From an optimization exercise on the open Yosys and OpenROAD flow, aimed at small area and a short achievable clock period; shortcuts taken in it are not production practice.
Function was checked by simulation only, so behaviour that the tests miss may differ from the original.
No driver is modelled on the clock port, so clocking that relies on it looks cheaper here than on a real chip.
Power is estimated from default activity; no workload was simulated.

<file path="design/flow/config.mk">
export PLATFORM = sky130hd
export DESIGN_NAME = exec_stage
export DESIGN_NICKNAME = exec_stage
export VERILOG_FILES = /design/flow/design.v
export SDC_FILE = /design/flow/constraint.sdc
export NUM_CORES = 8
export LEC_CHECK = 0
export CAP_MARGIN = 20
export CORE_MARGIN = 2
export CORE_UTILIZATION = 40
export CTS_CLUSTER_DIAMETER = 100
export CTS_CLUSTER_SIZE = 20
export SETUP_SLACK_MARGIN = 4.0
export SLEW_MARGIN = 20
export SYNTH_HIERARCHICAL = 1
</file>
<file path="design/flow/constraint.sdc">
create_clock -name core_clock -period 10.0 [get_ports {clk}]
set_input_delay 2.0000 -clock core_clock [delete_from_list [all_inputs] [get_ports {clk}]]
set_output_delay 2.0000 -clock core_clock [all_outputs]
set_load 0.01 [all_outputs]
</file>
<file path="design/flow/design.v">
package exec_cfg_pkg;
    localparam int XLEN   = 32;  
    localparam int REG_AW = 5;   
    localparam logic [2:0] OPC_CLS_ALU    = 3'd0;  
    localparam logic [2:0] OPC_CLS_UPPER  = 3'd1;  
    localparam logic [2:0] OPC_CLS_JUMP   = 3'd2;  
    localparam logic [2:0] OPC_CLS_BRANCH = 3'd3;  
    localparam logic [2:0] OPC_CLS_HALT   = 3'd4;  
    localparam logic [2:0] OPC_CLS_NONE   = 3'd5;  
endpackage
package rv_isa_pkg;
    localparam logic [6:0] OPC_OP     = 7'b0110011;  
    localparam logic [6:0] OPC_OP_IMM = 7'b0010011;  
    localparam logic [6:0] OPC_LUI    = 7'b0110111;
    localparam logic [6:0] OPC_AUIPC  = 7'b0010111;
    localparam logic [6:0] OPC_JAL    = 7'b1101111;
    localparam logic [6:0] OPC_JALR   = 7'b1100111;
    localparam logic [6:0] OPC_BRANCH = 7'b1100011;
    localparam logic [6:0] OPC_SYSTEM = 7'b1110011;  
    localparam logic [2:0] F3_ADD  = 3'b000;  
    localparam logic [2:0] F3_SLL  = 3'b001;
    localparam logic [2:0] F3_SLT  = 3'b010;
    localparam logic [2:0] F3_SLTU = 3'b011;
    localparam logic [2:0] F3_XOR  = 3'b100;
    localparam logic [2:0] F3_SR   = 3'b101;  
    localparam logic [2:0] F3_OR   = 3'b110;
    localparam logic [2:0] F3_AND  = 3'b111;
    localparam logic [2:0] F3_BEQ  = 3'b000;
    localparam logic [2:0] F3_BNE  = 3'b001;
    localparam logic [2:0] F3_BLT  = 3'b100;
    localparam logic [2:0] F3_BGE  = 3'b101;
    localparam logic [2:0] F3_BLTU = 3'b110;
    localparam logic [2:0] F3_BGEU = 3'b111;
    localparam logic [31:0] NOP_INSTR = 32'h0000_0013;  
    typedef struct packed {
        logic [6:0] funct7;
        logic [4:0] rs2;
        logic [4:0] rs1;
        logic [2:0] funct3;
        logic [4:0] rd;
        logic [6:0] opcode;
    } rv_r_fmt_t;
    typedef struct packed {
        logic [11:0] imm;      
        logic [4:0]  rs1;
        logic [2:0]  funct3;
        logic [4:0]  rd;
        logic [6:0]  opcode;
    } rv_i_fmt_t;
    typedef struct packed {
        logic [6:0] imm_11_5;
        logic [4:0] rs2;
        logic [4:0] rs1;
        logic [2:0] funct3;
        logic [4:0] imm_4_0;
        logic [6:0] opcode;
    } rv_s_fmt_t;
    typedef struct packed {
        logic       imm_12;    
        logic [5:0] imm_10_5;
        logic [4:0] rs2;
        logic [4:0] rs1;
        logic [2:0] funct3;
        logic [3:0] imm_4_1;
        logic       imm_11;
        logic [6:0] opcode;
    } rv_b_fmt_t;
    typedef struct packed {
        logic [19:0] imm_31_12;
        logic [4:0]  rd;
        logic [6:0]  opcode;
    } rv_u_fmt_t;
    typedef struct packed {
        logic       imm_20;    
        logic [9:0] imm_10_1;
        logic       imm_11;
        logic [7:0] imm_19_12;
        logic [4:0] rd;
        logic [6:0] opcode;
    } rv_j_fmt_t;
    typedef union packed {
        rv_r_fmt_t r;
        rv_i_fmt_t i;
        rv_s_fmt_t s;
        rv_b_fmt_t b;
        rv_u_fmt_t u;
        rv_j_fmt_t j;
    } rv_instr_u;
endpackage
module regfile (
    input  logic        clk,
    input  logic        rst_n,
    input  logic        we,
    input  logic [4:0]  wa,
    input  logic [31:0] wd,
    input  logic [4:0]  ra1,
    input  logic [4:0]  ra2,
    input  logic [4:0]  ra3,
    output logic [31:0] rd1,
    output logic [31:0] rd2,
    output logic [31:0] rd3
);
    logic [31:0] rf_q [1:31];
    logic [31:1] rv_q;
    always_ff @(posedge clk) begin
        for (int k = 1; k < 32; k++)
            if (we && wa == 5'(k)) rf_q[k] <= wd;
    end
    always_ff @(posedge clk or negedge rst_n) begin
        if (!rst_n) rv_q <= '0;
        else for (int k = 1; k < 32; k++)
            if (we && wa == 5'(k)) rv_q[k] <= 1'b1;
    end
    function automatic logic [31:1] onehot(input logic [4:0] a, input logic [31:1] v);
        logic [3:0] hi;
        logic [7:0] lo;
        for (int i = 0; i < 4; i++) hi[i] = a[4:3] == 2'(i);
        for (int i = 0; i < 8; i++) lo[i] = a[2:0] == 3'(i);
        for (int k = 1; k < 32; k++) onehot[k] = hi[k/8] & lo[k%8] & v[k];
    endfunction
    logic [31:1] s1, s2, s3;
    assign s1 = onehot(ra1, rv_q);
    assign s2 = onehot(ra2, rv_q);
    assign s3 = onehot(ra3, rv_q);
    for (genvar b = 0; b < 32; b++) begin : g_bit
        logic [30:0] col;
        for (genvar k = 1; k < 32; k++) begin : g_col
            assign col[k-1] = rf_q[k][b];
        end
        ao_mux31 u_rd1 (.s(s1), .d(col), .y(rd1[b]));
        ao_mux31 u_rd2 (.s(s2), .d(col), .y(rd2[b]));
        ao_mux31 u_rd3 (.s(s3), .d(col), .y(rd3[b]));
    end
endmodule
module ao_mux31 (
    input  logic [30:0] s,
    input  logic [30:0] d,
    output logic        y
);
    assign y = |(s & d);
endmodule
module alu (
    input  logic [31:0] a,
    input  logic [31:0] b,
    input  logic        sub,
    input  logic        sra,
    input  logic [2:0]  funct3,
    output logic [31:0] res_o
);
    logic [31:0] bx, p, g, c, sum;
    logic        cout, left, lt, ltu;
    logic [31:0] sh_in, sh_out, sh_res;
    assign bx = sub ? ~b : b;
    assign p  = a ^ bx;
    assign g  = a & bx;
    bk_carry u_bk (.p(p), .g(g), .cin(sub), .c(c), .cout(cout));
    assign sum = p ^ c;
    assign ltu = !cout;
    assign lt  = (a[31] == b[31]) ? sum[31] : a[31];
    assign left = funct3 == 3'b001;
    always_comb begin
        for (int k = 0; k < 32; k++) sh_in[k] = left ? a[31-k] : a[k];
    end
    assign sh_out = 32'($signed({sra && !left && a[31], sh_in}) >>> b[4:0]);
    always_comb begin
        for (int k = 0; k < 32; k++) sh_res[k] = left ? sh_out[31-k] : sh_out[k];
    end
    always_comb begin
        case (funct3)
            3'b000: res_o = sum;
            3'b001: res_o = sh_res;
            3'b010: res_o = {31'd0, lt};
            3'b011: res_o = {31'd0, ltu};
            3'b100: res_o = p;
            3'b101: res_o = sh_res;
            3'b110: res_o = p | g;
            default: res_o = g;
        endcase
    end
endmodule
module bk_carry (
    input  logic [31:0] p,
    input  logic [31:0] g,
    input  logic        cin,
    output logic [31:0] c,       
    output logic        cout
);
    logic [31:0] gg [0:5];
    logic [31:0] pp [0:5];
    logic [31:0] G;              
    always_comb begin
        gg[0] = g;
        pp[0] = p;
        gg[0][0] = g[0] | (p[0] & cin);
        for (int l = 1; l <= 5; l++) begin
            gg[l] = gg[l-1];
            pp[l] = pp[l-1];
            for (int k = 0; k < 32; k++) begin
                if ((k % (1 << l)) == (1 << l) - 1) begin
                    gg[l][k] = gg[l-1][k] | (pp[l-1][k] & gg[l-1][k - (1 << (l-1))]);
                    pp[l][k] = pp[l-1][k] & pp[l-1][k - (1 << (l-1))];
                end
            end
        end
        G = gg[5];
        for (int l = 4; l >= 1; l--) begin
            for (int k = 0; k < 32; k++) begin
                if ((k % (1 << l)) == (1 << (l-1)) - 1 && k >= (1 << l)) begin
                    G[k] = G[k] | (pp[l-1][k] & G[k - (1 << (l-1))]);
                end
            end
        end
    end
    assign c    = {G[30:0], cin};
    assign cout = G[31];
endmodule
module branch_cmp (
    input  logic [31:0] a,
    input  logic [31:0] b,
    output logic        eq_o,
    output logic        lt_o,
    output logic        ltu_o
);
    logic lo_lt;
    assign lo_lt = a[30:0] < b[30:0];
    assign eq_o  = a == b;
    assign lt_o  = (a[31] == b[31]) ? lo_lt : a[31];
    assign ltu_o = (a[31] == b[31]) ? lo_lt : b[31];
endmodule
module exec_stage #(
    parameter int NUM_REGS = 32
) (
    input  logic                             clk,
    input  logic                             rst_n,
    input  logic [exec_cfg_pkg::XLEN-1:0]    instr_i,
    input  logic [exec_cfg_pkg::XLEN-1:0]    pc_i,
    input  logic                             valid_i,
    input  logic [exec_cfg_pkg::REG_AW-1:0]  dbg_addr_i,
    output logic                             accept_o,
    output logic                             jump_o,
    output logic [exec_cfg_pkg::XLEN-1:0]    jump_pc_o,
    output logic                             halted_o,
    output logic [exec_cfg_pkg::XLEN-1:0]    dbg_data_o
);
    logic c_op_q, c_opimm_q, c_lui_q, c_auipc_q, c_jal_q, c_jalr_q, c_sys_q;
    logic b_eq_q, b_ne_q, b_lt_q, b_ge_q, b_ltu_q, b_geu_q;  
    logic wr_q;                  
    logic [31:7]  ir_q;          
    logic [31:0]  pc_q;
    logic [31:0]  op1_q, op2_q;  
    logic         jp_q;          
    logic         halted_q;
    logic [6:0] opc_i;
    logic [2:0] f3_i;
    logic d_op, d_opimm, d_lui, d_auipc, d_jal, d_jalr, d_br, d_sys;
    assign opc_i   = instr_i[6:0];
    assign f3_i    = instr_i[14:12];
    assign d_op    = opc_i == rv_isa_pkg::OPC_OP;
    assign d_opimm = opc_i == rv_isa_pkg::OPC_OP_IMM;
    assign d_lui   = opc_i == rv_isa_pkg::OPC_LUI;
    assign d_auipc = opc_i == rv_isa_pkg::OPC_AUIPC;
    assign d_jal   = opc_i == rv_isa_pkg::OPC_JAL;
    assign d_jalr  = opc_i == rv_isa_pkg::OPC_JALR;
    assign d_br    = opc_i == rv_isa_pkg::OPC_BRANCH;
    assign d_sys   = opc_i == rv_isa_pkg::OPC_SYSTEM;
    logic taken;
    logic wb_we;
    logic [31:0] wb_data;
    assign jump_o   = taken && !jp_q;
    assign accept_o = valid_i && !jump_o && !c_sys_q && !halted_q;
    assign halted_o = halted_q;
    assign wb_we    = accept_o && wr_q;
    always_ff @(posedge clk or negedge rst_n) begin
        if (!rst_n) begin
            c_op_q <= 1'b0; c_opimm_q <= 1'b0; c_lui_q <= 1'b0; c_auipc_q <= 1'b0;
            c_jal_q <= 1'b0; c_jalr_q <= 1'b0; c_sys_q <= 1'b0;
            b_eq_q <= 1'b0; b_ne_q <= 1'b0; b_lt_q <= 1'b0;
            b_ge_q <= 1'b0; b_ltu_q <= 1'b0; b_geu_q <= 1'b0;
            wr_q     <= 1'b0;
            jp_q     <= 1'b0;
            halted_q <= 1'b0;
        end else begin
            if (accept_o) begin
                c_op_q <= d_op; c_opimm_q <= d_opimm; c_lui_q <= d_lui; c_auipc_q <= d_auipc;
                c_jal_q <= d_jal; c_jalr_q <= d_jalr; c_sys_q <= d_sys;
                b_eq_q  <= d_br && f3_i == 3'b000;
                b_ne_q  <= d_br && f3_i == 3'b001;
                b_lt_q  <= d_br && f3_i == 3'b100;
                b_ge_q  <= d_br && f3_i == 3'b101;
                b_ltu_q <= d_br && f3_i == 3'b110;
                b_geu_q <= d_br && f3_i == 3'b111;
                wr_q <= (d_op || d_opimm || d_lui || d_auipc || d_jal || d_jalr) &&
                        instr_i[11:7] != 5'd0;
            end
            if (jump_o) jp_q <= 1'b1;
            else if (accept_o) jp_q <= 1'b0;
            if (c_sys_q) halted_q <= 1'b1;
        end
    end
    always_ff @(posedge clk) begin
        if (accept_o) begin
            ir_q <= instr_i[31:7];
            pc_q <= pc_i;
        end
    end
    logic [4:0]  rs1_a, rs2_a;
    logic        fwd1, fwd2, use_imm;
    logic [31:0] imm2;
    logic [31:0] rd1, rd2;
    assign rs1_a   = valid_i ? instr_i[19:15] : ir_q[19:15];
    assign rs2_a   = valid_i ? instr_i[24:20] : ir_q[24:20];
    assign fwd1    = valid_i && wr_q && ir_q[11:7] == instr_i[19:15];
    assign fwd2    = valid_i && wr_q && ir_q[11:7] == instr_i[24:20];
    assign use_imm = valid_i ? d_opimm : c_opimm_q;
    assign imm2    = valid_i ? {{20{instr_i[31]}}, instr_i[31:20]} : {{20{ir_q[31]}}, ir_q[31:20]};
    regfile u_regfile (
        .clk      (clk),
        .rst_n    (rst_n),
        .we       (wb_we),
        .wa       (ir_q[11:7]),
        .wd       (wb_data),
        .ra1      (rs1_a),
        .ra2      (rs2_a),
        .ra3      (dbg_addr_i),
        .rd1      (rd1),
        .rd2      (rd2),
        .rd3      (dbg_data_o)
    );
    always_ff @(posedge clk) begin
        op1_q <= fwd1 ? wb_data : rd1;
        op2_q <= use_imm ? imm2 : fwd2 ? wb_data : rd2;
    end
    logic [2:0]  f3;
    logic [31:0] imm_i, imm_b, imm_u, imm_j;
    assign f3    = ir_q[14:12];
    assign imm_i = {{20{ir_q[31]}}, ir_q[31:20]};
    assign imm_b = {{20{ir_q[31]}}, ir_q[7], ir_q[30:25], ir_q[11:8], 1'b0};
    assign imm_u = {ir_q[31:12], 12'b0};
    assign imm_j = {{12{ir_q[31]}}, ir_q[19:12], ir_q[20], ir_q[30:21], 1'b0};
    logic [31:0] alu_res;
    alu u_alu (
        .a      (op1_q),
        .b      (op2_q),
        .sub    ((c_op_q && ir_q[30] && f3 == 3'b000) || f3[2:1] == 2'b01),
        .sra    (ir_q[30]),
        .funct3 (f3),
        .res_o  (alu_res)
    );
    logic eq, lt, ltu;
    branch_cmp u_branch_cmp (
        .a     (op1_q),
        .b     (op2_q),
        .eq_o  (eq),
        .lt_o  (lt),
        .ltu_o (ltu)
    );
    assign taken = c_jal_q || c_jalr_q ||
                   (b_eq_q && eq) || (b_ne_q && !eq) || (b_lt_q && lt) ||
                   (b_ge_q && !lt) || (b_ltu_q && ltu) || (b_geu_q && !ltu);
    logic [31:0] pc_imm, pc_sum, jalr_sum, link;
    assign pc_imm    = (b_eq_q || b_ne_q || b_lt_q || b_ge_q || b_ltu_q || b_geu_q) ? imm_b :
                       c_jal_q ? imm_j : imm_u;
    assign pc_sum    = pc_q + pc_imm;
    assign jalr_sum  = op1_q + imm_i;
    assign link      = {pc_q[31:2] + 30'd1, pc_q[1:0]};
    assign jump_pc_o = c_jalr_q ? {jalr_sum[31:1], 1'b0} : pc_sum;
    always_comb begin
        if (c_op_q || c_opimm_q) wb_data = alu_res;
        else if (c_lui_q)        wb_data = imm_u;
        else if (c_auipc_q)      wb_data = pc_sum;
        else                     wb_data = link;
    end
endmodule
</file>
<file path="design/flow/run.sh">
#!/bin/bash
# synth_recipe.tcl (not shown) runs the flow's synth.tcl, then flattens the netlist and writes it again
# the make line also repeats each setting of config.mk as NAME=value (left out here)
make -C /OpenROAD-flow-scripts/flow DESIGN_CONFIG=/design/flow/config.mk WORK_HOME=/design/flow/orfs CLKGATE_MAP_FILE= SYNTH_SCRIPT=/design/flow/synth_recipe.tcl finish
</file>
==> summary.md, run 1 <==
Synthesis inferred 1160 register bits. For the pin with the worst max-slew slack, the measured transition is 1.106 ns. The static power due to leakage was 26.28 nW; the maximum count of clock buffers along a single path was 3. The floorplan core area is 158400 sq um, and the starting density of the core is 0.4026.

The nature of the critical path endpoint was an output port. The tools report the number of top-level pins as 139. By instance count, the cell type seen most on the critical path is buf_12. Among all flip-flop cells after synthesis, the most frequent one is edfxtp_1. TritonCTS built the clock tree. After layout, the minimum clock period comes to 6.316 ns. The clock latency at the later pin of the worst-skew pair came out at 0.74 ns. The clock skew is 0.05427 ns. Ranked by total cell area, the synthesized netlist is headed by edfxtp_1, a22oi_1, ha_1.

The fraction of final layout cells with drive strength greater than 1 came out at 0.2011. The number of antenna violations at the first check in global routing was 29; the DRC violation count after routing was 0. After floorplanning, the core was divided into 146 placement rows. In this run the worst path has a maximum fanout of 7. The area share of the largest cell type after synthesis is 0.4941, and the clock net sink count is 1160.

The startpoint-to-endpoint class of the critical path is in -> out. The run gives 60759 as the via count of the routed design. The logs give 136.5 uV for the largest vdd supply drop and 0 for the remaining number of nets flagged by the antenna check after routing. The total count of hold-check failures in the final report is 0. The worst hold path belongs to the class reg -> reg. Entering global routing, the biggest net connects 62 pins. The first global-routing pass estimated 437800 microns of wire. In the final design database the tool counted 6027 nets.

The run gives 0.4583 as the routing usage on met1. In this run the most used layer during global routing was met2. The max-slew violation total from the final report was 0. The largest single stage delay on the critical path is 0.55 ns. Setup repair after global routing could not meet its margin everywhere. For the share of the yosys chip area belonging to registers, the log shows 0.5326.

The routed wire length was 327200 microns. Among cell families on the critical path, the largest total delay comes from simple AND/OR/NAND/NOR gates. The setup TNS is 0 ns. The x dimension of the die works out to 403.2 microns. Detailed placement finished with a half-perimeter wire length of 200600 microns. The number of global-route vias before repair was 55781; the post-route non-filler standard cell count was 7921.

The utilization after layout was 0.4787. After synthesis, the mean cell area works out to 12.04 sq um. The run gives 4.32 ns as the data arrival time of the critical path. From synthesis to final layout, the design area changed by 18.92%. Overall power consumption after layout is estimated at 10.27 mW.

Input and output buffers added on the ports amount to 138. TritonCTS created 69 clock buffers. The run gives 5294 as the synthesized instance count. The total overflow left after global routing is 0. The tools report the final worst hold slack as 0.4794 ns. The Yosys step of the flow raised 13 warnings. The congestion estimate from routability-driven global placement came to 1.013. The share of flip-flops with an asynchronous set or reset after synthesis came out at 0.04052. The worst setup path is launched from an input pin. The tools report the cell chosen for the clock root as clkbuf_16. The H-tree generated during clock tree synthesis spans 3 levels. In this run the vertical extent of the chip is 403.2 microns.

Clock transition at the registers of the reported paths: 0.08 ns. Setup violations remaining at the end of the flow were counted as 0. The synthesized netlist occupies a cell area of 63760 sq um. The critical path contains buffers and inverters numbering 5 combined. The max-cap check violation count came out at 0. The average via count per standard cell was 7.671; the count of routing violations after the opening detailed-route iteration was 12770. The commonest non-fill, non-tap cell in the layout was a22oi_1. The netlist uses 96 different library cells. The areal power density over the cells was 135.5 nW/um^2. The run finished with no timing, DRC or antenna violations. The met3 usage was 0.1590; the met2 routing resource usage after global routing was 0.5520.

The layout has 13936 filler cells. The total instance count after detailed placement is 7560, and the relative max-transition margin is 0.2609. The tools report the maximum operating frequency as 0.1583 GHz. The biggest area contributor in the post-synthesis netlist is edfxtp_1.

Before antenna repair, the detailed router went through 15 iterations. The critical path goes through buf_12, and3b_2, and3_4, buf_12, buf_16, buf_4, a22o_1, a221oi_2, nand3_2, or4_4, buf_6. In the layout the commonest cells are a22oi_1, edfxtp_1, buf_4.

Die area: 162600 sq um. The share of the cycle needed by the critical path after routing works out to 0.6316. Cell at the slowest stage of the critical path: or4_4.

The number of nets in the synthesized netlist is 5527. The tools report the global router's overall resource usage as 0.3838. The count of flip-flops with a built-in enable after synthesis works out to 1049.

Dividing the detail-routed wire length by the instance count gives 41.31 microns. The data required time at the worst endpoint is 8.00 ns, and the total of hold buffers inserted after clock tree synthesis is 0.
## cell type report
type,count,area [sq um],area share
Antenna cell,22,55.05,0.0007261
Clock buffer,93,1817,0.02396
Clock inverter,11,157.7,0.002079
Inverter,152,593.1,0.007822
Multi-Input combinational cell,3859,30940,0.4080
Sequential cell,1160,34010,0.4485
Tap cell,2072,2592,0.03419
Timing Repair Buffer,547,5624,0.07418
Timing Repair inverter,5,37.54,0.0004951
## power breakdown
part / switching (mW) / internal [mW] / total [mW] / leakage [nW]
registers: 0.0730 / 5.48 / 5.55 / 10.6
logic: 1.11 / 0.597 / 1.71 / 14.7
clock network: 1.70 / 1.30 / 3.01 / 0.948
## cells in the mapped netlist (75+ instances only)
cell type,count
a22o_1,111
o21ai_0,127
nand4_1,214
a21o_1,76
ha_1,159
edfxtp_1,1049
a21oi_1,183
inv_1,146
nand2_1,202
a221oi_2,97
a22oi_1,1168
or4_1,97
xor2_1,75
nand3_1,240
clkbuf_1,93
a222oi_1,98
and3_1,122
nor2_1,189
## modules after synthesis (local to each module, per instance)
module / times used / cells / flip-flops and latches / cell area, sq um
bk_carry: 1 / 82 / 0 / 539.3
branch_cmp: 1 / 114 / 0 / 814.5
alu: 1 / 737 / 0 / 5375
exec_stage: 1 / 1188 / 137 / 10250
ao_mux31: 96 / 20 / 0 / 153.9
regfile: 1 / 1253 / 1023 / 32000
## flip-flops by register name (all words and copies together), names as in the netlist, 25 cells and up
name            count
op2_q              32
ir_q               25
op1_q              32
u_regfile.rf_q    992
pc_q               32
u_regfile.rv_q     31
## kinds of logic (layout without fill, tap and decap cells)
family | after synthesis | in the layout | share of synthesized area
AO/OA/AOI/OAI | 2168 | 2168 | 0.2631
AND/OR/NAND/NOR | 1255 | 1256 | 0.1067
flip-flops | 1160 | 1160 | 0.5326
buffers and inverters | 276 | 808 | 0.01703
adder cells (fa/ha/maj) | 161 | 161 | 0.03183
multiplexers | 146 | 146 | 0.03118
XOR/XNOR | 128 | 128 | 0.01758
other | 0 | 22 | 0
## routing by layer
layer | part of all wire | vias up
met3 | 0.16 | 1682
met1 | 0.33 | 29448
met2 | 0.41 | 6051
li1 | - | 23552
met5 | 0.0012 | -
met4 | 0.094 | 26
## metrics by stage
stage               area, sq um  setup slack, ns
finish                    75820            3.684
global route              75770            3.574
CTS                       74010            3.602
detailed placement        69010            2.615
global placement          69000            2.643
floorplan                 63760            4.044
## timing repair
action | 4_1_cts | 5_1_grt
pin swaps | 179 | 146
endpoints found under the setup margin | 1277 | 573
gates cloned | 19 | 6
resized for setup | 620 | 186
buffers inserted | 123 | 86
## path summary, 6_finish.rpt
kind	startpoint	end	slack, ns	cells after the start
max in group asynchronous	rst_n	c_op_q$_DFFE_PN0P_	8.10	2
hold / removal	c_sys_q$_DFFE_PN0P_	c_sys_q$_DFFE_PN0P_	0.48	1
setup reg to reg	op1_q[8]$_DFF_P_	u_regfile.rf_q[12][21]$_DFFE_PP_	3.99	16
min in group asynchronous	rst_n	u_regfile.rv_q[13]$_DFFE_PN0P_	1.39	2
setup / recovery	dbg_addr_i[2]	dbg_data_o[5]	3.68	11
hold reg to reg	c_sys_q$_DFFE_PN0P_	c_sys_q$_DFFE_PN0P_	0.48	1
## worst reg2reg max path, stage by stage, from the launching register on
cell,delay [ns]
dfxtp_1,0.35
buf_6,0.19
ha_1,0.28
a21oi_1,0.15
o21ai_0,0.18
a221oi_4,0.49
a21oi_2,0.17
o22ai_4,0.24
nor2b_1,0.10
a2111oi_2,0.38
a31oi_1,0.14
buf_4,0.19
nor2_4,0.15
and2_1,0.31
nand4b_1,0.70
nor2_4,1.04
buf_4,0.54
==> inputs of run 2 (changes only) <==
--- a/design/flow/design.v
+++ b/design/flow/design.v
@@ -139,3 +139,22 @@
 );
-    assign y = |(s & d);
+    logic [3:0] gn;
+    ao8n u_g0 (.s(s[7:0]),   .d(d[7:0]),   .yn(gn[0]));
+    ao8n u_g1 (.s(s[15:8]),  .d(d[15:8]),  .yn(gn[1]));
+    ao8n u_g2 (.s(s[23:16]), .d(d[23:16]), .yn(gn[2]));
+    ao7n u_g3 (.s(s[30:24]), .d(d[30:24]), .yn(gn[3]));
+    assign y = ~&gn;
+endmodule
+module ao7n (
+    input  logic [6:0] s,
+    input  logic [6:0] d,
+    output logic       yn
+);
+    assign yn = ~|(s & d);
+endmodule
+module ao8n (
+    input  logic [7:0] s,
+    input  logic [7:0] d,
+    output logic       yn
+);
+    assign yn = ~|(s & d);
 endmodule
@@ -145,2 +164,4 @@
     input  logic        sub,
+    input  logic        lt,          
+    input  logic        ltu,         
     input  logic        sra,
@@ -150,3 +171,3 @@
     logic [31:0] bx, p, g, c, sum;
-    logic        cout, left, lt, ltu;
+    logic        cout, left;
     logic [31:0] sh_in, sh_out, sh_res;
@@ -155,6 +176,4 @@
     assign g  = a & bx;
-    bk_carry u_bk (.p(p), .g(g), .cin(sub), .c(c), .cout(cout));
+    bk_carry u_bk (.p(p), .g(g), .cin(sub), .c(c), .cout(cout));   
     assign sum = p ^ c;
-    assign ltu = !cout;
-    assign lt  = (a[31] == b[31]) ? sum[31] : a[31];
     assign left = funct3 == 3'b001;
@@ -229,2 +248,14 @@
 endmodule
+module stage_ctl (
+    input  logic taken,      
+    input  logic jp_q,       
+    input  logic valid_i,
+    input  logic sys_q,      
+    input  logic halted_q,
+    output logic jump,
+    output logic accept
+);
+    assign jump   = taken && !jp_q;
+    assign accept = valid_i && !jump && !sys_q && !halted_q;
+endmodule
 module exec_stage #(
@@ -245,2 +276,3 @@
     logic c_op_q, c_opimm_q, c_lui_q, c_auipc_q, c_jal_q, c_jalr_q, c_sys_q;
+    logic sub_q;                 
     logic b_eq_q, b_ne_q, b_lt_q, b_ge_q, b_ltu_q, b_geu_q;  
@@ -249,2 +281,3 @@
     logic [31:0]  pc_q;
+    logic [31:0]  tgt_q;         
     logic [31:0]  op1_q, op2_q;  
@@ -268,6 +301,23 @@
     logic [31:0] wb_data;
-    assign jump_o   = taken && !jp_q;
-    assign accept_o = valid_i && !jump_o && !c_sys_q && !halted_q;
+    logic jump, accept;
+    stage_ctl u_ctl_port (
+        .taken    (taken),
+        .jp_q     (jp_q),
+        .valid_i  (valid_i),
+        .sys_q    (c_sys_q),
+        .halted_q (halted_q),
+        .jump     (jump_o),
+        .accept   (accept_o)
+    );
+    stage_ctl u_ctl (
+        .taken    (taken),
+        .jp_q     (jp_q),
+        .valid_i  (valid_i),
+        .sys_q    (c_sys_q),
+        .halted_q (halted_q),
+        .jump     (jump),
+        .accept   (accept)
+    );
     assign halted_o = halted_q;
-    assign wb_we    = accept_o && wr_q;
+    assign wb_we    = accept && wr_q;
     always_ff @(posedge clk or negedge rst_n) begin
@@ -276,2 +326,3 @@
             c_jal_q <= 1'b0; c_jalr_q <= 1'b0; c_sys_q <= 1'b0;
+            sub_q <= 1'b0;
             b_eq_q <= 1'b0; b_ne_q <= 1'b0; b_lt_q <= 1'b0;
@@ -282,5 +333,6 @@
         end else begin
-            if (accept_o) begin
+            if (accept) begin
                 c_op_q <= d_op; c_opimm_q <= d_opimm; c_lui_q <= d_lui; c_auipc_q <= d_auipc;
                 c_jal_q <= d_jal; c_jalr_q <= d_jalr; c_sys_q <= d_sys;
+                sub_q <= d_op && instr_i[30] && f3_i == 3'b000;
                 b_eq_q  <= d_br && f3_i == 3'b000;
@@ -294,4 +346,4 @@
             end
-            if (jump_o) jp_q <= 1'b1;
-            else if (accept_o) jp_q <= 1'b0;
+            if (jump) jp_q <= 1'b1;
+            else if (accept) jp_q <= 1'b0;
             if (c_sys_q) halted_q <= 1'b1;
@@ -300,3 +352,3 @@
     always_ff @(posedge clk) begin
-        if (accept_o) begin
+        if (accept) begin
             ir_q <= instr_i[31:7];
@@ -332,18 +384,17 @@
     end
+    logic [31:0] t_imm, t_sum;
+    always_comb begin
+        if (d_br)         t_imm = {{20{instr_i[31]}}, instr_i[7], instr_i[30:25], instr_i[11:8], 1'b0};
+        else if (d_auipc) t_imm = {instr_i[31:12], 12'b0};
+        else              t_imm = {{12{instr_i[31]}}, instr_i[19:12], instr_i[20], instr_i[30:21], 1'b0};
+    end
+    assign t_sum = pc_i + t_imm;
+    always_ff @(posedge clk) begin
+        if (accept) tgt_q <= t_sum;
+    end
     logic [2:0]  f3;
-    logic [31:0] imm_i, imm_b, imm_u, imm_j;
+    logic [31:0] imm_i, imm_u;
     assign f3    = ir_q[14:12];
     assign imm_i = {{20{ir_q[31]}}, ir_q[31:20]};
-    assign imm_b = {{20{ir_q[31]}}, ir_q[7], ir_q[30:25], ir_q[11:8], 1'b0};
     assign imm_u = {ir_q[31:12], 12'b0};
-    assign imm_j = {{12{ir_q[31]}}, ir_q[19:12], ir_q[20], ir_q[30:21], 1'b0};
-    logic [31:0] alu_res;
-    alu u_alu (
-        .a      (op1_q),
-        .b      (op2_q),
-        .sub    ((c_op_q && ir_q[30] && f3 == 3'b000) || f3[2:1] == 2'b01),
-        .sra    (ir_q[30]),
-        .funct3 (f3),
-        .res_o  (alu_res)
-    );
     logic eq, lt, ltu;
@@ -356,2 +407,13 @@
     );
+    logic [31:0] alu_res;
+    alu u_alu (
+        .a      (op1_q),
+        .b      (op2_q),
+        .sub    (sub_q),
+        .lt     (lt),
+        .ltu    (ltu),
+        .sra    (ir_q[30]),
+        .funct3 (f3),
+        .res_o  (alu_res)
+    );
     assign taken = c_jal_q || c_jalr_q ||
@@ -359,9 +421,6 @@
                    (b_ge_q && !lt) || (b_ltu_q && ltu) || (b_geu_q && !ltu);
-    logic [31:0] pc_imm, pc_sum, jalr_sum, link;
-    assign pc_imm    = (b_eq_q || b_ne_q || b_lt_q || b_ge_q || b_ltu_q || b_geu_q) ? imm_b :
-                       c_jal_q ? imm_j : imm_u;
-    assign pc_sum    = pc_q + pc_imm;
+    logic [31:0] jalr_sum, link;
     assign jalr_sum  = op1_q + imm_i;
     assign link      = {pc_q[31:2] + 30'd1, pc_q[1:0]};
-    assign jump_pc_o = c_jalr_q ? {jalr_sum[31:1], 1'b0} : pc_sum;
+    assign jump_pc_o = c_jalr_q ? {jalr_sum[31:1], 1'b0} : tgt_q;
     always_comb begin
@@ -369,3 +428,3 @@
         else if (c_lui_q)        wb_data = imm_u;
-        else if (c_auipc_q)      wb_data = pc_sum;
+        else if (c_auipc_q)      wb_data = tgt_q;
         else                     wb_data = link;
==> design/flow/flow/run.sh (new file) <==
#!/bin/bash
# The standard layout (standard.sh), with the input and output ports
# buffered by buf_4 cells instead of the buffer the flow picks by default
# (a delay cell). make's own output goes to standard.log; each ORFS step
# writes its log under orfs/logs/.
set -euo pipefail
bash standard.sh "BUFFER_PORTS_ARGS=-buffer_cell sky130_fd_sc_hd__buf_4" finish > standard.log 2>&1
==> design/flow/standard.sh (new file) <==
#!/bin/bash
# synth_recipe.tcl (not shown) runs the flow's synth.tcl, then flattens the netlist and writes it again
# the make line also repeats each setting of config.mk as NAME=value (left out here)
make -C /OpenROAD-flow-scripts/flow DESIGN_CONFIG=/design/flow/config.mk WORK_HOME=/design/flow/orfs CLKGATE_MAP_FILE= SYNTH_SCRIPT=/design/flow/synth_recipe.tcl "${@:-finish}"
--- a/design/flow/config.mk
+++ b/design/flow/config.mk
@@ -9,3 +9,3 @@
 export CORE_MARGIN = 2
-export CORE_UTILIZATION = 40
+export CORE_UTILIZATION = 50
 export CTS_CLUSTER_DIAMETER = 100
removed: design/flow/run.sh
==> summary.md, run 2 <==
Most frequent cells in the layout: a22oi_1, edfxtp_1, buf_4 (unchanged). The data arrival time of the critical path came out at 4.22 ns (was 4.32 ns). The nature of the critical path endpoint was an output port (unchanged). The die area was 131900 sq um (was 162600 sq um).

The maximum fanout encountered on the critical timing path was 8 (was 7). For the number of top-level pins, the log shows 139 (unchanged). DRC violation count after routing: 0 (unchanged). The maximum level of the CTS H-tree was 3 (unchanged). The relative max-transition margin came out at 0.1593 (was 0.2609).

For the global-route wire length before repair, the log shows 447400 microns (was 437800 microns). The tools report the max-slew violation total from the final report as 0 (unchanged). The static power due to leakage was 22.99 nW (was 26.28 nW); the time the worst path needs with I/O delays and setup was 6.218 ns (was 6.316 ns).

The kind of launch point of the worst setup path was an input pin (unchanged). For the number of optimization iterations in the first detailed-route pass, the log shows 12 (was 15). The final worst hold slack is 0.5411 ns (was 0.4794 ns). The clock skew is 0.05360 ns (was 0.05427 ns). The number of failing setup endpoints in the final timing report was 0 (unchanged).

For the logic gate share of total power, the log shows 0.085 (was 0.167). The number of instances on the worst hold path works out to 2 (was 1). The starting density of the core came out at 0.5045 (was 0.4026). The number of flip-flops in the largest register is 992 (unchanged), and the total nets after synthesis is 5515 (was 5527). Die height: 363.2 microns (was 403.2 microns). The worst setup timing slack at the placement stage came out at 2.633 ns (was 2.615 ns).

The run gives 0 ns (unchanged) as the setup TNS. The cell chosen for the clock root is clkbuf_16 (unchanged). The part of the total power dissipated in the clock network was 0.328 (was 0.293); the clock latency at the later pin of the worst-skew pair was 0.73 ns (was 0.74 ns). The run gives 131 (was 146) as the number of rows created at floorplan.

Startpoint-to-endpoint class of the critical path: in -> out (unchanged). The run finished with no timing, DRC or antenna violations. The logs give 8.00 ns (about the same) for the data required time at the worst endpoint and 3 (unchanged) for the maximum count of clock buffers along a single path. The total of buffers placed on input and output ports was 138 (unchanged).

The tools report the global router's overall resource usage as 0.4894 (was 0.3838). The clock transition at the registers of the reported paths came out at 0.08 ns (about the same). The number of nets in the final layout was 5913 (was 6027); the x dimension of the die was 363.2 microns (was 403.2 microns). The run gives 127800 sq um (was 158400 sq um) as the floorplan core area. For the clock net sink count, the log shows 1192 (was 1160). TritonCTS built the clock tree. For the global placement routability congestion, the log shows 1.030 (was 1.013). The switching share of power works out to 0.2477 (was 0.2816). The netlist area before placement is 64500 sq um (was 63760 sq um). The total count of hold-check failures in the final report is 0 (unchanged). The logs give 151.6 uV (was 136.5 uV) for the largest vdd supply drop and 332400 microns (was 327200 microns) for the routed wire length. The areal power density over the cells was 127.9 nW/um^2 (was 135.5 nW/um^2). The slew at the pin closest to its max-slew limit is 1.245 ns (was 1.106 ns), and the switching power of the nets is 2.321 mW (was 2.892 mW). The register with the most flip-flops is u_regfile.rf_q (unchanged). Average via count per standard cell: 8.230 (was 7.671). The run gives 0.1608 GHz (was 0.1583 GHz) as the maximum operating frequency. The class of the tightest hold or removal check is reg -> reg (unchanged). The run gives 0 (unchanged) as the remaining number of nets flagged by the antenna check after routing. The post-synthesis to final-layout area growth is 13.57% (was 18.92%), and the synthesized instance count is 5284 (was 5294). The via count of the routed design came out at 60874 (was 60759). The post-detailed-route wirelength per cell is 44.94 microns (was 41.31 microns), and the mean area per synthesized cell is 12.21 sq um (was 12.04 sq um).

The pin count of the biggest net entering global routing is 76 (was 62), and the worst reg-to-reg path cell count is 21 (was 16). The max-cap check violation count is 0 (unchanged). For the total number of yosys warnings, the log shows 13 (unchanged). The run gives 0.587 (was 0.541) as the part of the total power dissipated in sequential elements. Setup repair after global routing could not meet its margin everywhere. The commonest non-fill, non-tap cell in the layout is a22oi_1 (unchanged). The tools report the final worst-path setup slack as 3.782 ns (was 3.684 ns). The number of buffers created by CTS is 70 (was 69).

The fraction of final layout cells with drive strength greater than 1 is 0.1552 (was 0.2011). The aggregate global routing overflow is 0 (unchanged). The number of global-route vias before repair was 55846 (was 55781); the number of antenna violations at the first check in global routing was 36 (was 29).

The cell-internal power is 7.050 mW (was 7.378 mW), and the share of the cycle needed by the critical path after routing is 0.6218 (was 0.6316). The logs give 14071 (was 12770) for the count of routing violations after the opening detailed-route iteration and 210800 microns (was 200600 microns) for the HPWL after detailed placement.
-- run 2: power by group through the flow --
| stage | combinational [mW] | sequential [mW] | clock (mW) |
|---|---|---|---|
| after global routing | 0.826 | 5.50 | 3.23 |
| after floorplan | 0.411 | 5.60 | 0 |
| final | 0.799 | 5.50 | 3.07 |
| after global placement | 0.722 | 5.61 | 0 |
| after detailed placement | 0.722 | 5.61 | 0 |
| after CTS | 0.747 | 5.50 | 3.05 |
-- run 2: timing repair --
item / 4_1_cts / 5_1_grt
endpoints found under the setup margin: 1037 / 98
setup buffers: 89 / 13
hold buffers: 0 / 0
endpoints found under the hold margin: 0 / 0
gates cloned: 20 / 1
pin swaps: 55 / 27
gates resized for setup: 144 / 48
-- run 2: layer usage --
metal	track usage	up-vias	part of all wire
met5	0.01017	-	0.00084
met4	0.3274	36	0.088
met3	0.2358	1670	0.17
met2	0.6839	6289	0.40
met1	0.5962	29598	0.34
li1	-	23281	-
-- run 2: worst max-delay path, stage by stage --
cell and delay (ns):
buf_12 0.12, and3_4 0.20, and3_4 0.24, buf_12 0.18, a222oi_1 0.37, and3_1 0.26
nand4_1 0.48, buf_4 0.35
-- run 2: metrics by stage --
step	std cells	utilization	power (mW)	cell area, sq um
after floorplan	5284	-	6.013	64780
after global placement	7148	0.5394	6.330	68960
after detailed placement	7149	0.5395	6.330	68980
after CTS	7364	0.5697	9.290	72830
after global routing	7384	0.5727	9.551	73220
final	7397	0.5730	9.371	73250
-- run 2: path summary, 6_finish.rpt --
check                                     from                        endpoint  slack (ns)
max                              dbg_addr_i[1]                   dbg_data_o[8]        3.78
min                        c_jal_q$_DFFE_PN0P_             c_jal_q$_DFFE_PN0P_        0.54
max reg2reg                  sub_q$_DFFE_PN0P_               op2_q[19]$_DFF_P_        3.93
min reg2reg                c_jal_q$_DFFE_PN0P_             c_jal_q$_DFFE_PN0P_        0.54
max in group asynchronous                rst_n  u_regfile.rv_q[23]$_DFFE_PN0P_        8.20
min in group asynchronous                rst_n           c_auipc_q$_DFFE_PN0P_        1.29
-- run 2: final cells by class --
| type | instances | area, sq um |
|---|---|---|
| Antenna cell | 19 | 47.55 |
| Clock buffer | 98 | 1878 |
| Clock inverter | 8 | 83.83 |
| Fill cell | 10660 | 54590 |
| Inverter | 151 | 568.0 |
| Multi-Input combinational cell | 3829 | 29490 |
| Sequential cell | 1192 | 34930 |
| Tap cell | 1662 | 2079 |
| Timing Repair Buffer | 438 | 4174 |
==> inputs of run 3 (changes only) <==
--- a/design/flow/design.v
+++ b/design/flow/design.v
@@ -113,13 +113,7 @@
     end
-    function automatic logic [31:1] onehot(input logic [4:0] a, input logic [31:1] v);
-        logic [3:0] hi;
-        logic [7:0] lo;
-        for (int i = 0; i < 4; i++) hi[i] = a[4:3] == 2'(i);
-        for (int i = 0; i < 8; i++) lo[i] = a[2:0] == 3'(i);
-        for (int k = 1; k < 32; k++) onehot[k] = hi[k/8] & lo[k%8] & v[k];
-    endfunction
-    logic [31:1] s1, s2, s3;
-    assign s1 = onehot(ra1, rv_q);
-    assign s2 = onehot(ra2, rv_q);
-    assign s3 = onehot(ra3, rv_q);
+    logic [31:1] s1, s2, s3a, s3b;
+    sel_dec u_dec1  (.a(ra1), .v(rv_q), .s(s1));
+    sel_dec u_dec2  (.a(ra2), .v(rv_q), .s(s2));
+    sel_dec u_dec3a (.a(ra3), .v(rv_q), .s(s3a));
+    sel_dec u_dec3b (.a(ra3), .v(rv_q), .s(s3b));
     for (genvar b = 0; b < 32; b++) begin : g_bit
@@ -131,3 +125,16 @@
         ao_mux31 u_rd2 (.s(s2), .d(col), .y(rd2[b]));
-        ao_mux31 u_rd3 (.s(s3), .d(col), .y(rd3[b]));
+        ao_mux31 u_rd3 (.s(b < 16 ? s3a : s3b), .d(col), .y(rd3[b]));
+    end
+endmodule
+module sel_dec (
+    input  logic [4:0]  a,
+    input  logic [31:1] v,
+    output logic [31:1] s
+);
+    logic [3:0] hi;
+    logic [7:0] lo;
+    always_comb begin
+        for (int i = 0; i < 4; i++) hi[i] = a[4:3] == 2'(i);
+        for (int i = 0; i < 8; i++) lo[i] = a[2:0] == 3'(i);
+        for (int k = 1; k < 32; k++) s[k] = hi[k/8] & lo[k%8] & v[k];
     end
--- a/design/flow/config.mk
+++ b/design/flow/config.mk
@@ -9,6 +9,6 @@
 export CORE_MARGIN = 2
-export CORE_UTILIZATION = 50
+export CORE_UTILIZATION = 58
 export CTS_CLUSTER_DIAMETER = 100
 export CTS_CLUSTER_SIZE = 20
-export SETUP_SLACK_MARGIN = 4.0
+export SETUP_SLACK_MARGIN = 4.5
 export SLEW_MARGIN = 20
==> summary.md, run 3 <==
The flow ran to the end and the layout has no timing, DRC or antenna violations. The number of antenna violations at the first check in global routing was 18 (was 36). The run gives 6973 (was 7149) as the total instance count after detailed placement.

The startpoint of the lowest-slack register-to-register path is sub_q$_DFFE_PN0P_ (unchanged). The starting density of the core was 0.5870 (was 0.5045). The total of hold buffers inserted after clock tree synthesis is 0 (unchanged), and the mean area per synthesized cell is 12.20 sq um (was 12.21 sq um). The fraction of final layout cells with drive strength greater than 1 came out at 0.1940 (was 0.1552). TritonCTS built the clock tree. The clock net sink count is 1192 (unchanged). The HPWL after detailed placement came out at 192700 microns (was 210800 microns). The relative max-transition margin was 0.07509 (was 0.1593). The startpoint-to-endpoint class of the critical path is in -> out (unchanged). The largest vdd supply drop is 170.8 uV (was 151.6 uV), and the global placement routability congestion is 1.043 (was 1.030). Slew at the pin closest to its max-slew limit: 1.387 ns (was 1.245 ns). Max-cap check violation count: 0 (unchanged). The share of the cycle needed by the critical path after routing is 0.5931 (was 0.6218), and the pin count of the biggest net entering global routing is 75 (was 76). The number of failing setup endpoints in the final timing report was 0 (unchanged); the maximum count of clock buffers along a single path was 3 (unchanged). Max-slew violation total from the final report: 0 (unchanged). The number of nets in the final layout was 6004 (was 5913); the x dimension of the die was 339.1 microns (was 363.2 microns). For the number of global-route vias before repair, the log shows 55288 (was 55846). Setup repair after global routing could not meet its margin everywhere. The total count of hold-check failures in the final report was 0 (unchanged); the post-route non-filler standard cell count was 7311 (was 7397).

The number of top-level pins came out at 139 (unchanged). Commonest non-fill, non-tap cell in the layout: a22oi_1 (unchanged). The maximum level of the CTS H-tree was 3 (unchanged); the areal power density over the cells was 122.8 nW/um^2 (was 127.9 nW/um^2). The tools report the start point of the worst min-delay path as b_lt_q$_DFFE_PN0P_ (was c_jal_q$_DFFE_PN0P_). Cell at the slowest stage of the critical path: a222oi_1 (was nand4_1). The setup TNS came out at 0 ns (unchanged).

The time the worst path needs with I/O delays and setup was 5.931 ns (was 6.218 ns). The DRC violation count after routing is 0 (unchanged), and the worst reg-to-reg path cell count is 17 (was 21). The post-detailed-route wirelength per cell is 42.00 microns (was 44.94 microns), and the register-to-register path setup slack is 4.39 ns (was 3.93 ns). Most frequent cells in the layout: a22oi_1, edfxtp_1, buf_4 (unchanged).

For the total nets after synthesis, the log shows 5569 (was 5515). The total number of yosys warnings is 14 (was 13), and the number of flip-flops in the largest register is 992 (unchanged). The register with the most flip-flops is u_regfile.rf_q (unchanged). The average via count per standard cell was 8.378 (was 8.230); the netlist area before placement was 65150 sq um (was 64500 sq um).

The tools report the static power due to leakage as 23.60 nW (was 22.99 nW). The synthesized instance count was 5338 (was 5284). The number of buffers created by CTS came out at 70 (unchanged). The tools report the multi-input gate area in the final layout as 31120 sq um (was 29490 sq um).

The global router's overall resource usage is 0.5150 (was 0.4894). The nature of the critical path endpoint was an output port (unchanged). Worst path buffer plus inverter count: 3 (unchanged). The kind of launch point of the worst setup path is an input pin (unchanged). The last element of the critical path was dbg_data_o[6] (was dbg_data_o[8]). The post-synthesis to final-layout area growth works out to 15.31% (was 13.57%).

Clock skew: 0.04818 ns (was 0.05360 ns). The via count of the routed design is 61253 (was 60874), and the total of buffers placed on input and output ports is 138 (unchanged). The sequential cell area came out at 34990 sq um (was 34930 sq um).

The class of the tightest hold or removal check is reg -> reg (unchanged). The count of routing violations after the opening detailed-route iteration was 14819 (was 14071); the die height was 339.1 microns (was 363.2 microns). The data required time at the worst endpoint came out at 8.00 ns (about the same). The logs give 0.1686 GHz (was 0.1608 GHz) for the maximum operating frequency and 3.93 ns (was 4.22 ns) for the data arrival time of the critical path. The remaining number of nets flagged by the antenna check after routing is 0 (unchanged). The logic depth of the worst path, buffers included works out to 8 (unchanged). The filler cell count in the final layout is 8188 (was 10660), and the die area is 115000 sq um (was 131900 sq um). The aggregate global routing overflow is 0 (unchanged).

The cell chosen for the clock root was clkbuf_16 (unchanged). The run gives 307100 microns (was 332400 microns) as the routed wire length. The floorplan core area is 111000 sq um (was 127800 sq um). The global-route wire length before repair was 423500 microns (was 447400 microns).

The clock transition at the registers of the reported paths is 0.09 ns (was 0.08 ns). The family with the most delay on the worst path was simple AND/OR/NAND/NOR gates (unchanged). The maximum fanout encountered on the critical timing path came out at 6 (was 8). The most used cell along the critical path was and3_4. Cell chain of the critical path: buf_16, buf_12, and3_4, and3_4, a222oi_1, and3_4, nand4_1, buf_4 (was buf_12, and3_4, and3_4, buf_12, a222oi_1, and3_1, nand4_1, buf_4). Capture instance of the worst register-to-register path: u_regfile.rf_q[1][12]$_DFFE_PP_ (was op2_q[19]$_DFF_P_).

The maximum cell stage delay along the critical path is 0.36 ns (was 0.48 ns), and the clock latency at the later pin of the worst-skew pair is 0.72 ns (was 0.73 ns). The number of rows created at floorplan was 122 (was 131). The worst setup path startpoint is dbg_addr_i[1] (unchanged). The number of optimization iterations in the first detailed-route pass came out at 13 (was 12).
[run 3: worst min-delay path by stage]
stage / endpoint / slack [ns] / cells after the start
finish: b_lt_q$_DFFE_PN0P_ / 0.51 / 1
global route: b_lt_q$_DFFE_PN0P_ / 0.51 / 1
CTS: b_lt_q$_DFFE_PN0P_ / 0.50 / 1
detailed placement: b_ge_q$_DFFE_PN0P_ / 0.48 / 1
global placement: b_ltu_q$_DFFE_PN0P_ / 0.47 / 1
floorplan: b_ge_q$_DFFE_PN0P_ / 0.45 / 1
[run 3: what timing repair did]
action | CTS | global route
pin swaps | 153 | 104
buffers inserted | 130 | 48
resized for setup | 385 | 173
cloned | 29 | 5
endpoints found under the setup margin | 464 | 532
[run 3: per-layer routing]
layer,vias up,share of wire,track usage
met5,-,0.0010,0.001634
met4,22,0.097,0.3456
met3,1779,0.18,0.2283
met2,6653,0.39,0.7051
met1,29191,0.33,0.6564
li1,23608,-,-
[run 3: final cells by class]
type	count	share of cell area
clock buffer	104	0.02530
timing repair inverter	5	0.0004997
timing repair buffer	458	0.05965
sequential	1192	0.4658
tap	1488	0.02478
clock inverter	8	0.001099
antenna	10	0.0003331
multi-input combinational	3887	0.4143
inverter	159	0.008195
[run 3: through the flow]
step	hold slack, ns	cell area, sq um	power [mW]	setup WS [ns]	utilization
after global placement	0.4749	68740	6.175	3.659	0.6194
after CTS	0.4996	73790	9.128	4.282	0.6649
after detailed placement	0.4777	68860	6.188	3.615	0.6205
after global routing	0.5122	75100	9.391	4.026	0.6767
after floorplan	0.4541	65440	5.935	2.892	-
final	0.5072	75120	9.224	4.069	0.6769
[run 3: power breakdown]
group	internal [mW]	switching [mW]
Combinational	0.211	0.479
Clock	1.34	1.70
Sequential	5.49	0.0101
Total	7.03	2.19
==> inputs of run 4 (changes only) <==
--- a/design/flow/design.v
+++ b/design/flow/design.v
@@ -113,7 +113,9 @@
     end
-    logic [31:1] s1, s2, s3a, s3b;
-    sel_dec u_dec1  (.a(ra1), .v(rv_q), .s(s1));
-    sel_dec u_dec2  (.a(ra2), .v(rv_q), .s(s2));
-    sel_dec u_dec3a (.a(ra3), .v(rv_q), .s(s3a));
-    sel_dec u_dec3b (.a(ra3), .v(rv_q), .s(s3b));
+    logic [31:1] s1, s2;
+    logic [31:1] s3 [4];
+    sel_dec u_dec1 (.a(ra1), .v(rv_q), .s(s1));
+    sel_dec u_dec2 (.a(ra2), .v(rv_q), .s(s2));
+    for (genvar i = 0; i < 4; i++) begin : g_dec3
+        sel_dec u_dec3 (.a(ra3), .v(rv_q), .s(s3[i]));
+    end
     for (genvar b = 0; b < 32; b++) begin : g_bit
@@ -123,5 +125,5 @@
         end
-        ao_mux31 u_rd1 (.s(s1), .d(col), .y(rd1[b]));
-        ao_mux31 u_rd2 (.s(s2), .d(col), .y(rd2[b]));
-        ao_mux31 u_rd3 (.s(b < 16 ? s3a : s3b), .d(col), .y(rd3[b]));
+        ao_mux31s u_rd1 (.s(s1), .d(col), .y(rd1[b]));
+        ao_mux31s u_rd2 (.s(s2), .d(col), .y(rd2[b]));
+        ao_mux31 u_rd3 (.s(s3[b/8]), .d(col), .y(rd3[b]));
     end
@@ -167,2 +169,21 @@
 endmodule
+module ao_mux31s (
+    input  logic [30:0] s,
+    input  logic [30:0] d,
+    output logic        y
+);
+    logic [10:0] gn;
+    for (genvar i = 0; i < 10; i++) begin : g_grp
+        ao3n u_g (.s(s[3*i+2:3*i]), .d(d[3*i+2:3*i]), .yn(gn[i]));
+    end
+    assign gn[10] = ~(s[30] & d[30]);
+    assign y = ~&gn;
+endmodule
+module ao3n (
+    input  logic [2:0] s,
+    input  logic [2:0] d,
+    output logic       yn
+);
+    assign yn = ~|(s & d);
+endmodule
 module alu (
@@ -282,3 +303,3 @@
 );
-    logic c_op_q, c_opimm_q, c_lui_q, c_auipc_q, c_jal_q, c_jalr_q, c_sys_q;
+    logic c_op_q, c_opimm_q, c_lui_q, c_jal_q, c_jalr_q, c_sys_q;
     logic sub_q;                 
@@ -287,3 +308,2 @@
     logic [31:7]  ir_q;          
-    logic [31:0]  pc_q;
     logic [31:0]  tgt_q;         
@@ -331,3 +351,3 @@
         if (!rst_n) begin
-            c_op_q <= 1'b0; c_opimm_q <= 1'b0; c_lui_q <= 1'b0; c_auipc_q <= 1'b0;
+            c_op_q <= 1'b0; c_opimm_q <= 1'b0; c_lui_q <= 1'b0;
             c_jal_q <= 1'b0; c_jalr_q <= 1'b0; c_sys_q <= 1'b0;
@@ -341,3 +361,3 @@
             if (accept) begin
-                c_op_q <= d_op; c_opimm_q <= d_opimm; c_lui_q <= d_lui; c_auipc_q <= d_auipc;
+                c_op_q <= d_op; c_opimm_q <= d_opimm; c_lui_q <= d_lui;
                 c_jal_q <= d_jal; c_jalr_q <= d_jalr; c_sys_q <= d_sys;
@@ -361,3 +381,2 @@
             ir_q <= instr_i[31:7];
-            pc_q <= pc_i;
         end
@@ -388,3 +407,3 @@
     always_ff @(posedge clk) begin
-        op1_q <= fwd1 ? wb_data : rd1;
+        op1_q <= (valid_i && d_jal) ? pc_i : fwd1 ? wb_data : rd1;
         op2_q <= use_imm ? imm2 : fwd2 ? wb_data : rd2;
@@ -395,3 +414,3 @@
         else if (d_auipc) t_imm = {instr_i[31:12], 12'b0};
-        else              t_imm = {{12{instr_i[31]}}, instr_i[19:12], instr_i[20], instr_i[30:21], 1'b0};
+        else              t_imm = 32'd4;
     end
@@ -402,5 +421,6 @@
     logic [2:0]  f3;
-    logic [31:0] imm_i, imm_u;
+    logic [31:0] imm_i, imm_u, imm_j;
     assign f3    = ir_q[14:12];
     assign imm_i = {{20{ir_q[31]}}, ir_q[31:20]};
+    assign imm_j = {{12{ir_q[31]}}, ir_q[19:12], ir_q[20], ir_q[30:21], 1'b0};
     assign imm_u = {ir_q[31:12], 12'b0};
@@ -428,6 +448,5 @@
                    (b_ge_q && !lt) || (b_ltu_q && ltu) || (b_geu_q && !ltu);
-    logic [31:0] jalr_sum, link;
-    assign jalr_sum  = op1_q + imm_i;
-    assign link      = {pc_q[31:2] + 30'd1, pc_q[1:0]};
-    assign jump_pc_o = c_jalr_q ? {jalr_sum[31:1], 1'b0} : tgt_q;
+    logic [31:0] jsum;
+    assign jsum      = op1_q + (c_jal_q ? imm_j : imm_i);
+    assign jump_pc_o = (c_jal_q || c_jalr_q) ? {jsum[31:1], jsum[0] && c_jal_q} : tgt_q;
     always_comb begin
@@ -435,4 +454,3 @@
         else if (c_lui_q)        wb_data = imm_u;
-        else if (c_auipc_q)      wb_data = tgt_q;
-        else                     wb_data = link;
+        else                     wb_data = tgt_q;       
     end
==> design/flow/flow/run.sh (replaced) <==
#!/bin/bash
# The standard layout (standard.sh), with two changes:
#  - the input and output ports are buffered by buf_4 cells instead of the
#    buffer the flow picks by default (a delay cell);
#  - after CTS, flow/eco_cts.tcl upsizes cells along the worst setup paths
#    (same cells, larger drive strengths) and legalizes the placement.
# make's own output goes to standard.log; each ORFS step writes its log
# under orfs/logs/.
set -euo pipefail
here=$(pwd)
bash standard.sh "BUFFER_PORTS_ARGS=-buffer_cell sky130_fd_sc_hd__buf_4" \
    "POST_CTS_TCL=$here/flow/eco_cts.tcl" finish > standard.log 2>&1
==> design/flow/flow/eco_cts.tcl (new file) <==
# Post-CTS step (POST_CTS_TCL): upsize cells along the worst setup paths,
# re-estimating placement parasitics after every trial, then legalize.
source [file join [file dirname [info script]] eco_size.tcl]
set ::eco_par_mode -placement
estimate_parasitics -placement
puts "eco: worst slack before [sta::worst_slack -max]"
set eco_n [eco_upsize 40 6.0 0.002]
puts "eco: $eco_n cells upsized, worst slack [sta::worst_slack -max]"
detailed_placement
check_placement -verbose
estimate_parasitics -placement
puts "eco: after legalization, worst slack [sta::worst_slack -max]"
==> design/flow/flow/eco_size.tcl (new file) <==
# Greedy upsizing along the worst setup paths, with parasitics re-estimated
# after every trial. Each pass takes the worst endpoint not yet found stuck,
# tries the larger drive strengths of the cells on its worst path, and keeps
# the change that raises that endpoint's slack most without lowering the
# design's worst slack. An endpoint with no such change is marked stuck.
# Slacks in ns.
proc eco_cell_variants {master} {
  if {![regexp {^(sky130_fd_sc_hd__[a-z0-9]+)_([0-9]+)$} $master -> base drv]} { return {} }
  set out {}
  foreach lc [get_lib_cells */${base}_*] {
    set n [get_name $lc]
    if {[regexp "^${base}_(\[0-9\]+)$" $n -> d] && $d > $drv} { lappend out [list $d $n] }
  }
  return [lsort -integer -index 0 $out]
}

proc eco_est {} {
  estimate_parasitics $::eco_par_mode
}

proc eco_ep_slack {ep} {
  set pe [lindex [find_timing_paths -path_delay max -to $ep] 0]
  return [expr {[$pe slack] * 1e9}]
}

proc eco_upsize {max_passes target min_gain} {
  set changed 0
  set stuck {}
  eco_est
  for {set pass 0} {$pass < $max_passes} {incr pass} {
    set wns [sta::worst_slack -max]
    set pe ""
    foreach p [find_timing_paths -path_delay max -group_path_count 200 -endpoint_path_count 1 -sort_by_slack] {
      set ep [get_full_name [[$p path] pin]]
      if {[lsearch -exact $stuck $ep] < 0} { set pe $p; break }
    }
    if {$pe eq ""} { break }
    set ep [get_full_name [[$pe path] pin]]
    set s0 [expr {[$pe slack] * 1e9}]
    if {$s0 > $target} { break }
    set insts {}
    foreach pin [[$pe path] pins] {
      if {[$pin is_top_level_port]} { continue }
      set inst [get_name [get_cells -of_objects $pin]]
      if {[lsearch -exact $insts $inst] < 0} { lappend insts $inst }
    }
    set best_gain 0; set best_inst ""; set best_cell ""
    foreach inst $insts {
      set orig [get_property [get_cells $inst] ref_name]
      if {[string match "*clkbuf*" $orig] || [string match "*_1\[26\]" $orig]} { continue }
      foreach v [eco_cell_variants $orig] {
        set cand [lindex $v 1]
        replace_cell [get_cells $inst] $cand
        eco_est
        set gain [expr {[eco_ep_slack $ep] - $s0}]
        set w [sta::worst_slack -max]
        replace_cell [get_cells $inst] $orig
        if {$w < $wns - 0.0005} { continue }
        if {$gain > $best_gain} { set best_gain $gain; set best_inst $inst; set best_cell $cand }
      }
    }
    if {$best_gain < $min_gain} { lappend stuck $ep; eco_est; continue }
    replace_cell [get_cells $best_inst] $best_cell
    eco_est
    incr changed
  }
  return $changed
}
--- a/design/flow/config.mk
+++ b/design/flow/config.mk
@@ -9,3 +9,3 @@
 export CORE_MARGIN = 2
-export CORE_UTILIZATION = 58
+export CORE_UTILIZATION = 50
 export CTS_CLUSTER_DIAMETER = 100
==> summary.md, run 4 <==
The class of the tightest hold or removal check is reg -> reg (unchanged). The setup TNS came out at 0 ns (unchanged). Average via count per standard cell: 8.650 (was 8.378). Setup repair after global routing could not meet its margin everywhere.

The max-cap check violation count is 0 (unchanged), and the number of failing setup endpoints in the final timing report is 0 (unchanged). The logs give 16 (was 14) for the total number of yosys warnings and 130 (was 122) for the number of rows created at floorplan. Cell chain of the critical path: buf_16, buf_12, nor3b_4, and3_4, a222oi_1, and3_4, nand4_4, buf_6 (was buf_16, buf_12, and3_4, and3_4, a222oi_1, and3_4, nand4_1, buf_4).

The die height was 358.5 microns (was 339.1 microns). Family with the most delay on the worst path: simple AND/OR/NAND/NOR gates (unchanged). The relative max-transition margin is 0.1040 (was 0.07509). The kind of launch point of the worst setup path was an input pin (unchanged).

The run gives 0 (unchanged) as the remaining number of nets flagged by the antenna check after routing. The final worst hold slack is 0.5393 ns (was 0.5072 ns). Post-detailed-route wirelength per cell: 48.59 microns (was 42.00 microns).

The number of global-route vias before repair was 55511 (was 55288); the total of buffers placed on input and output ports was 138 (unchanged). The flow ran to the end and the layout has no timing, DRC or antenna violations. The commonest non-fill, non-tap cell in the layout is edfxtp_1 (was a22oi_1).

The data required time at the worst endpoint was 8.00 ns (about the same); the areal power density over the cells was 137.9 nW/um^2 (was 122.8 nW/um^2). Time the worst path needs with I/O delays and setup: 5.724 ns (was 5.931 ns). The number of nets in the final layout was 5579 (was 6004); the netlist area before placement was 62830 sq um (was 65150 sq um).

The run gives 0.03456 ns (was 0.04818 ns) as the clock skew. The total nets after synthesis was 5231 (was 5569). The global router's overall resource usage came out at 0.5170 (was 0.5150).

The cell at the slowest stage of the critical path was a222oi_1 (unchanged). Most used cell along the critical path: and3_4 (unchanged). Via count of the routed design: 61165 (was 61253). The DRC violation count after routing is 0 (unchanged). TritonCTS built the clock tree. The startpoint-to-endpoint class of the critical path was in -> out (unchanged). The clock transition at the registers of the reported paths came out at 0.08 ns (was 0.09 ns). The x dimension of the die was 358.5 microns (was 339.1 microns). The nature of the critical path endpoint was an output port (unchanged).

The register with the most flip-flops was u_regfile.rf_q (unchanged). For the data arrival time of the critical path, the log shows 3.72 ns (was 3.93 ns). The number of optimization iterations in the first detailed-route pass was 22 (was 13); the fraction of final layout cells with drive strength greater than 1 was 0.2242 (was 0.1940).

The post-route non-filler standard cell count was 7071 (was 7311); the starting density of the core was 0.5023 (was 0.5870). The maximum fanout encountered on the critical timing path works out to 8 (was 6). For the routed wire length, the log shows 343600 microns (was 307100 microns).

The tools report the clock latency at the later pin of the worst-skew pair as 0.74 ns (was 0.72 ns). The HPWL after detailed placement was 234800 microns (was 192700 microns); the share of the cycle needed by the critical path after routing was 0.5724 (was 0.5931). The logs give 9990 (was 8188) for the filler cell count in the final layout and 156.5 uV (was 170.8 uV) for the largest vdd supply drop.

The post-synthesis to final-layout area growth is 17.01% (was 15.31%), and the global-route wire length before repair is 456600 microns (was 423500 microns). The worst path buffer plus inverter count came out at 3 (unchanged). Most frequent cells in the layout: edfxtp_1, a222oi_1, a22oi_1 (was a22oi_1, edfxtp_1, buf_4). The logs give 0 (unchanged) for the aggregate global routing overflow and 34050 sq um (was 34990 sq um) for the sequential cell area. The clock net sink count is 1160 (was 1192), and the total instance count after detailed placement is 6777 (was 6973).

The multi-input gate area in the final layout came out at 30600 sq um (was 31120 sq um). The logs give 25.19 nW (was 23.60 nW) for the static power due to leakage and 10.14 mW (was 9.224 mW) for the total power. The number of antenna violations at the first check in global routing is 32 (was 18), and the count of routing violations after the opening detailed-route iteration is 17982 (was 14819). The die area is 128500 sq um (was 115000 sq um), and the mean area per synthesized cell is 12.57 sq um (was 12.20 sq um). The utilization after layout is 0.5878 (was 0.6769).

The maximum cell stage delay along the critical path is 0.55 ns (was 0.36 ns). The number of flip-flops in the largest register came out at 992 (unchanged). Number of top-level pins: 139 (unchanged). Slew at the pin closest to its max-slew limit: 1.333 ns (was 1.387 ns). The synthesized instance count is 5000 (was 5338), and the maximum operating frequency is 0.1747 GHz (was 0.1686 GHz). The run gives 0 (unchanged) as the max-slew violation total from the final report. For the global placement routability congestion, the log shows 1.113 (was 1.043). Total count of hold-check failures in the final report: 0 (unchanged). The pin count of the biggest net entering global routing is 67 (was 75). The floorplan core area came out at 125100 sq um (was 111000 sq um).
[run 4: area by class of cell]
class                      instances  share of cell area
sequential                      1160              0.4632
multi-input combinational       3576              0.4162
timing repair buffer             404             0.05534
tap                             1650             0.02808
clock buffer                      99             0.02631
inverter                         136            0.007029
clock inverter                    13            0.002740
antenna                           33            0.001123
[run 4: final timing paths]
check / cells past startpoint / startpoint / slack (ns) / end
max in group asynchronous: 1 / rst_n / 8.15 / u_regfile.rv_q[10]$_DFFE_PN0P_
min reg2reg: 1 / c_op_q$_DFFE_PN0P_ / 0.54 / c_op_q$_DFFE_PN0P_
min in group asynchronous: 1 / rst_n / 1.29 / halted_q$_DFFE_PN0P_
max: 8 / dbg_addr_i[2] / 4.28 / dbg_data_o[16]
min: 1 / c_op_q$_DFFE_PN0P_ / 0.54 / c_op_q$_DFFE_PN0P_
max reg2reg: 14 / ir_q[14]$_DFFE_PP_ / 4.42 / op2_q[1]$_DFF_P_
[run 4: layer usage]
layer	vias up	track usage	part of all wire
li1	22866	-	-
met1	29304	0.5998	0.32
met2	6967	0.7349	0.40
met3	1994	0.2229	0.16
met4	34	0.4296	0.11
met5	-	0.04815	0.0024
[run 4: worst reg2reg max path: stages (launching register included)]
cell      delay [ns]
edfxtp_1        0.52
buf_4           0.22
nor3b_4         0.16
buf_4           0.46
mux2i_1         0.48
nand3_1         0.13
a22oi_1         0.66
nand2_1         0.25
a311oi_1        0.63
o22a_1          0.47
nand2_1         0.12
o21ai_2         0.07
buf_4           0.46
mux2i_1         0.16
o21ai_1         0.59
[run 4: where the power goes]
| part | total, mW | internal (mW) | switching, mW |
|---|---|---|---|
| clock | 3.14 | 1.42 | 1.73 |
| combinational | 1.43 | 0.448 | 0.982 |
| sequential | 5.56 | 5.41 | 0.151 |
[run 4: stage by stage]
step	setup slack (ns)	cell area (sq um)
detailed placement	3.361	66980
global route	4.305	73450
floorplan	3.640	63120
finish	4.276	73520
global placement	3.330	66660

what the ideal ports hide:
How much do the figures lean on ideal ports? The routed layouts below were timed once more, with nothing changed but the port constraints.
Step 1 assumes that a clkbuf_16 drives the clock port and a buf_2 every other input.
Step 2 moves the port delays by t, midway between the first and last clock arrival at a register: inputs arrive t later, outputs are due t later. That takes back most of the time a late clock gives input paths.
Three values: ideal, step 1, step 2; two values: the first two.
| run | shift t [ns] | slack for setup (ns) | pins driven straight from the clock port |
|---|---|---|---|
| run 1 | 0.796 | 3.684 / 3.486 / 3.475 | 1 |
| run 2 | 0.788 | 3.782 / 3.718 / 3.323 | 1 |
| run 3 | 0.773 | 4.069 / 3.935 / 3.840 | 1 |
| run 4 | 0.800 | 4.276 / 3.953 / 3.591 | 1 |
After both steps setup and hold are still met in every run listed. For run 4, which loses most, drivers alone change the setup slack by -0.323 ns; drivers and shift together by -0.685 ns.
